What follows belongs to an exercise in optimizing a design on an open flow for small area; a production flow would make more cautious choices.
No functional check of the RTL was part of this run.
Power is estimated from default activity; no workload was simulated.

--- flow/run.sh ---
#!/bin/bash
# synth_recipe.tcl (not shown) runs the flow's synth.tcl, then flattens the netlist and writes it again
# the make line also repeats each setting of config.mk as NAME=value (left out here)
make -C /OpenROAD-flow-scripts/flow DESIGN_CONFIG=/design/flow/config.mk WORK_HOME=/design/flow/orfs CLKGATE_MAP_FILE= SYNTH_SCRIPT=/design/flow/synth_recipe.tcl finish
--- flow/config.mk ---
export PLATFORM = sky130hd
export DESIGN_NAME = palette_mapper
export DESIGN_NICKNAME = palette_mapper
export VERILOG_FILES = /design/flow/design.v
export SDC_FILE = /design/flow/constraint.sdc
export NUM_CORES = 4
export LEC_CHECK = 0
export CAP_MARGIN = 20
export CORE_MARGIN = 2
export CORE_UTILIZATION = 40
export SLEW_MARGIN = 20
--- flow/constraint.sdc ---
create_clock -name core_clock -period 5.0 [get_ports {Clk}]
set_input_delay 1.0000 -clock core_clock [delete_from_list [all_inputs] [get_ports {Clk}]]
set_output_delay 1.0000 -clock core_clock [all_outputs]
set_load 0.01 [all_outputs]
--- flow/design.v ---
package palette_pkg;
    localparam int CODE_W = 6;
    localparam int CHAN_W = 8;
    typedef struct packed {
        logic [CHAN_W-1:0] r;
        logic [CHAN_W-1:0] g;
        logic [CHAN_W-1:0] b;
    } rgb_t;
    localparam logic [CODE_W-1:0] C_WHITE  = 6'd0;
    localparam logic [CODE_W-1:0] C_BLACK  = 6'd1;
    localparam logic [CODE_W-1:0] C_GREEN  = 6'd2;
    localparam logic [CODE_W-1:0] C_RED    = 6'd3;
    localparam logic [CODE_W-1:0] C_LBLUE  = 6'd4;
    localparam logic [CODE_W-1:0] C_YELLOW = 6'd5;
    localparam logic [CODE_W-1:0] C_GREY   = 6'd6;
    localparam logic [CODE_W-1:0] C_ORANGE = 6'd7;
    localparam logic [CODE_W-1:0] C_BROWN  = 6'd8;
    localparam int N_DEFAULTS = 9;
    localparam logic [N_DEFAULTS*24-1:0] DEFAULT_PALETTE = {
        24'h663300, 24'hf27a00, 24'hb2b2b0, 24'hf1ff0a, 24'h5db1f0,
        24'hd80222, 24'h27b212, 24'h000000, 24'hffffff
    };
endpackage
module palette_regfile
#(
    parameter int ENTRIES = 64,
    parameter int CODE_W  = palette_pkg::CODE_W,
    parameter int CHAN_W  = palette_pkg::CHAN_W
) (
    input  logic                clk,
    input  logic                rst_n,
    input  logic                wr_en,
    input  logic [CODE_W-1:0]   wr_addr,
    input  logic [3*CHAN_W-1:0] wr_rgb,
    input  logic [CODE_W-1:0]   rd_addr,
    output logic [3*CHAN_W-1:0] rd_rgb
);
    localparam int IDX_W = (ENTRIES > 1) ? $clog2(ENTRIES) : 1;
    logic [3*CHAN_W-1:0] mem_r [ENTRIES];
    logic                wr_ok_s;
    logic                rd_ok_s;
    function automatic logic [3*CHAN_W-1:0] default_entry(input int idx);
        logic [23:0] d_s;
        logic [31:0] r_s;
        logic [31:0] g_s;
        logic [31:0] b_s;
        if (idx < palette_pkg::N_DEFAULTS) begin
            d_s = palette_pkg::DEFAULT_PALETTE[24*idx +: 24];
        end else begin
            d_s = '0;
        end
        r_s = {24'h000000, d_s[23:16]};
        g_s = {24'h000000, d_s[15:8]};
        b_s = {24'h000000, d_s[7:0]};
        if (CHAN_W < 8) begin
            r_s = r_s >> (8 - CHAN_W);
            g_s = g_s >> (8 - CHAN_W);
            b_s = b_s >> (8 - CHAN_W);
        end
        default_entry = {r_s[CHAN_W-1:0], g_s[CHAN_W-1:0], b_s[CHAN_W-1:0]};
    endfunction
    function automatic logic in_range(input logic [CODE_W-1:0] addr);
        in_range = ({1'b0, addr} < (CODE_W+1)'(ENTRIES));
    endfunction
    assign wr_ok_s = wr_en & in_range(wr_addr);
    assign rd_ok_s = in_range(rd_addr);
    always_ff @(posedge clk) begin
        if (!rst_n) begin
            for (int i = 0; i < ENTRIES; i++) begin
                mem_r[i] <= default_entry(i);
            end
        end else if (wr_ok_s) begin
            mem_r[wr_addr[IDX_W-1:0]] <= wr_rgb;
        end
    end
    always_comb begin
        rd_rgb = '0;
        if (rd_ok_s) begin
            rd_rgb = mem_r[rd_addr[IDX_W-1:0]];
        end else begin
            rd_rgb = '0;
        end
    end
endmodule
module palette_mapper
#(
    parameter int CODE_W  = palette_pkg::CODE_W,
    parameter int ENTRIES = 64,
    parameter int CHAN_W  = palette_pkg::CHAN_W
) (
    input  logic                Clk,
    input  logic                Reset_n,
    input  logic                pix_valid,
    input  logic                blank,
    input  logic [CODE_W-1:0]   colorcode,
    input  logic [1:0]          dim,
    input  logic                wr_en,
    input  logic [CODE_W-1:0]   wr_addr,
    input  logic [3*CHAN_W-1:0] wr_rgb,
    output logic                out_valid,
    output logic [CHAN_W-1:0]   VGA_R,
    output logic [CHAN_W-1:0]   VGA_G,
    output logic [CHAN_W-1:0]   VGA_B
);
    logic                valid1_r;
    logic                blank1_r;
    logic [CODE_W-1:0]   code1_r;
    logic [1:0]          dim1_r;
    logic [3*CHAN_W-1:0] rd_rgb_s;
    logic [CHAN_W-1:0]   r_s;
    logic [CHAN_W-1:0]   g_s;
    logic [CHAN_W-1:0]   b_s;
    palette_regfile #(
        .ENTRIES (ENTRIES),
        .CODE_W  (CODE_W),
        .CHAN_W  (CHAN_W)
    ) u_regfile (
        .clk     (Clk),
        .rst_n   (Reset_n),
        .wr_en   (wr_en),
        .wr_addr (wr_addr),
        .wr_rgb  (wr_rgb),
        .rd_addr (code1_r),
        .rd_rgb  (rd_rgb_s)
    );
    always_ff @(posedge Clk) begin
        if (!Reset_n) begin
            valid1_r <= 1'b0;
            blank1_r <= 1'b0;
            code1_r  <= '0;
            dim1_r   <= 2'd0;
        end else begin
            valid1_r <= pix_valid;
            blank1_r <= blank;
            code1_r  <= colorcode;
            dim1_r   <= dim;
        end
    end
    always_comb begin
        r_s = '0;
        g_s = '0;
        b_s = '0;
        if (valid1_r && !blank1_r) begin
            r_s = rd_rgb_s[3*CHAN_W-1 -: CHAN_W] >> dim1_r;
            g_s = rd_rgb_s[2*CHAN_W-1 -: CHAN_W] >> dim1_r;
            b_s = rd_rgb_s[CHAN_W-1   -: CHAN_W] >> dim1_r;
        end else begin
            r_s = '0;
            g_s = '0;
            b_s = '0;
        end
    end
    always_ff @(posedge Clk) begin
        if (!Reset_n) begin
            out_valid <= 1'b0;
            VGA_R     <= '0;
            VGA_G     <= '0;
            VGA_B     <= '0;
        end else begin
            out_valid <= valid1_r;
            VGA_R     <= r_s;
            VGA_G     <= g_s;
            VGA_B     <= b_s;
        end
    end
endmodule
==> summary.txt <==
logic make-up after synthesis:
family | synth area share
buffers and inverters | 0.0297
multiplexers | 0.144
AND/OR/NAND/NOR | 0.151
AO/OA/AOI/OAI | 0.0214
flip-flops | 0.653
routing by layer:
layer | track usage | up-vias | share of wire
met4 | 0.110 | 6 | 0.047
met5 | 0 | - | 0.00014
met1 | 0.349 | 21600 | 0.40
met3 | 0.0482 | 393 | 0.089
li1 | - | 17100 | -
met2 | 0.387 | 2148 | 0.46
report_power, final:
| group | switching [uW] | total [uW] | internal [uW] | leakage, uW |
|---|---|---|---|---|
| Sequential | 247 | 15300 | 15100 | 0.0149 |
| Clock | 5200 | 11900 | 6660 | 0.00248 |
| Combinational | 1590 | 2480 | 889 | 0.00987 |
worst max-delay path, cell delays in order, from the launching register on:
cell,delay (ns)
dfxtp_4,0.92
buf_4,0.31
inv_1,0.07
buf_4,0.30
mux2i_1,0.58
a32oi_1,0.40
a31oi_1,0.54
o31ai_1,0.23
a22oi_1,0.23
o221ai_1,0.24
worst paths after layout:
| path | start | end | slack [ns] | cells past startpoint |
|---|---|---|---|---|
| setup / recovery | flip-flop | VGA_G[2]$_SDFF_PN0_ | 0.91 | 9 |
| hold / removal | valid1_r$_SDFF_PN0_ | out_valid$_SDFF_PN0_ | 0.50 | 2 |
| hold reg to reg | valid1_r$_SDFF_PN0_ | out_valid$_SDFF_PN0_ | 0.50 | 2 |
| setup reg to reg | flip-flop | VGA_G[2]$_SDFF_PN0_ | 0.91 | 9 |
final cells by class:
cell class | instances | area (um2) | share of cell area
antenna | 1 | 2.50 | 0.0000309
clock buffer | 209 | 4420 | 0.0546
clock inverter | 89 | 674 | 0.00833
inverter | 9 | 36.3 | 0.000448
multi-input combinational | 2557 | 23200 | 0.287
sequential | 1571 | 46800 | 0.579
tap | 2355 | 2950 | 0.0364
timing repair buffer | 335 | 2780 | 0.0343
through the flow:
stage | area, um2 | total power (uW) | std cells | hold slack (ns)
4_1_cts | 80900 | 29800 | 7125 | 0.503
3_5_place_dp | 75900 | 18100 | 6827 | 0.477
6_report | 80900 | 29700 | 7126 | 0.498
3_3_place_gp | 75800 | 18000 | 6827 | 0.463
2_1_floorplan | 71700 | 16900 | 4613 | 0.438
5_1_grt | 80900 | 30400 | 7125 | 0.547
sequential cells by signal, summed over array words and instances, names as in the netlist, named ones only:
name / flops
VGA_B: 8
blank1_r: 1
VGA_R: 8
out_valid: 1
dim1_r: 2
VGA_G: 8
u_regfile.mem_r: 1536
valid1_r: 1
synth_stat cells (10+ instances only):
cell / number / area (um2)
and2_1: 1457 / 9110
dfxtp_1: 35 / 701
buf_6: 20 / 225
edfxtp_1: 1536 / 46100
buf_4: 22 / 165
o211ai_1: 12 / 90.1
o21ai_0: 84 / 420
mux2i_1: 78 / 781
or3_1: 101 / 632
clkbuf_1: 356 / 1340
a21oi_1: 13 / 65.1
nor2_1: 99 / 372
mux2_2: 21 / 236
a22oi_1: 33 / 248
buf_2: 41 / 205
buf_1: 35 / 131
nand2_1: 97 / 364
nand3_1: 22 / 110
nor2b_1: 10 / 62.6
mux4_2: 413 / 9300
==> impl_metrics.tcl <==
set metrics [dict create \
    post_cts_resized 0 \
    synth_edf_count 1536 \
    tightestPinTransition_ns 1.17 \
    overflow 0 \
    grt_pass1_vias 40700 \
    critPathKind "reg -> reg" \
    power.leakage_uw 0.0273 \
    layout_commonest_cell "edfxtp_1" \
    period_needed_ns 4.09 \
    drc 0 \
    ys.flop_type "edfxtp_1" \
    syn_to_final_growth_pct 13.0 \
    hold_path_class "reg -> reg" \
    clkLatencyLatePin_ns 0.82 \
    die_x_um 427 \
    clock_tree.root_cell "clkbuf_16" \
    synth_seq_cells 1571 \
    peakVddDrop_v 0.000388 \
    final_nets 4683 \
    synth_area_um2 71700 \
    finalWirelength_um 229000 \
    finalCritPeriodShare 0.818 \
    hold_viol 0 \
    floorplan.initialDensity 0.402 \
    seq_area_frac_synth 0.653 \
    drv_cap 0 \
    utilization 0.454 \
    critical_path_peak_fanout 35 \
    io_buffers 67 \
    grt_pass1_wl_um 321000 \
    max_freq_mhz 244 \
    core_area_um2 178000 \
    clk_pin_slew_worst_paths_ns 0.06 \
    maxSlewHeadroom 0.214 \
    syn-num-nets 4656 \
    tns_ns 0 \
    tritoncts "done" \
    final_max_slew_viol_count 0 \
    rows 155 \
    via_count 41300 \
    pwr_density_cell_nw_per_um2 367 \
    final_cell_mix "edfxtp_1 (1536), and2_1 (1457), mux4_2 (413)" \
    status "complete, no violations" \
    setup_ws_ns 0.908 \
    cts_max_path_buffers 3 \
    arrival_ns 4.73 \
    dp.final_hpwl_um 139000 \
    first_pass_iters 5 \
    drive_above_1_share 0.224 \
    syn_area_per_cell_um2 15.5 \
    place_congestion 0.963 \
    worstSetupStartpointType "flip-flop" \
    dp_slack_ns 0.730 \
    ant_nets 0 \
    die_y_um 427 \
    pin_count 68 \
    ctsHoldBuffers 0 \
    dieArea_um2 183000 \
    cts_buffers 166 \
    nFillCells 15200 \
    setup_viol 0 \
    wl_per_cell_um 32.1 \
    cp-end-kind "flip-flop" \
    async_reset_ff_frac 0 \
    grt_max_degree 65 \
    h-tree-depth 4 \
    avgViaCountPerCell 5.79 \
    dr.first_iter.drc_count 5870 \
    synthDistinctLibCells 63 \
    rsz0062_at_grt "no" \
    clock-sinks 1571 \
    antenna_found_initial 22 \
    grtUsageTotal 0.252 \
    worst_clock_skew_ns 0.0352 \
    synth_warnings 2 \
    postCtsSetupBuffers 0 \
    synth_cells 4613 \
    crit_required_ns 5.64 \
]

-- re-timing with driven ports --
Ports are ideal in the flow. The routed layout listed here was re-timed in OpenROAD. Step 1 assumes that a clkbuf_16 drives the clock port and a buf_2 every other input. Step 2 also shifts input and output timing later by t, the mid clock arrival at the registers, as if the neighbouring blocks saw the same clock. a / b / c = ideal / step 1 / step 2; a / b = the first two.
shift t [ns]: 0.889
setup slack, ns: 0.908 / 0.908 / 0.626
hold slack, ns: 0.498 / 0.498 / 0.498
clock arrival spread, ns: 0.038 / 0.038
cell pins on the clock port's net: 1
After both steps this run still meets setup and hold. For this run, drivers alone change the setup slack by 0.000 ns; drivers and shift together by -0.282 ns.
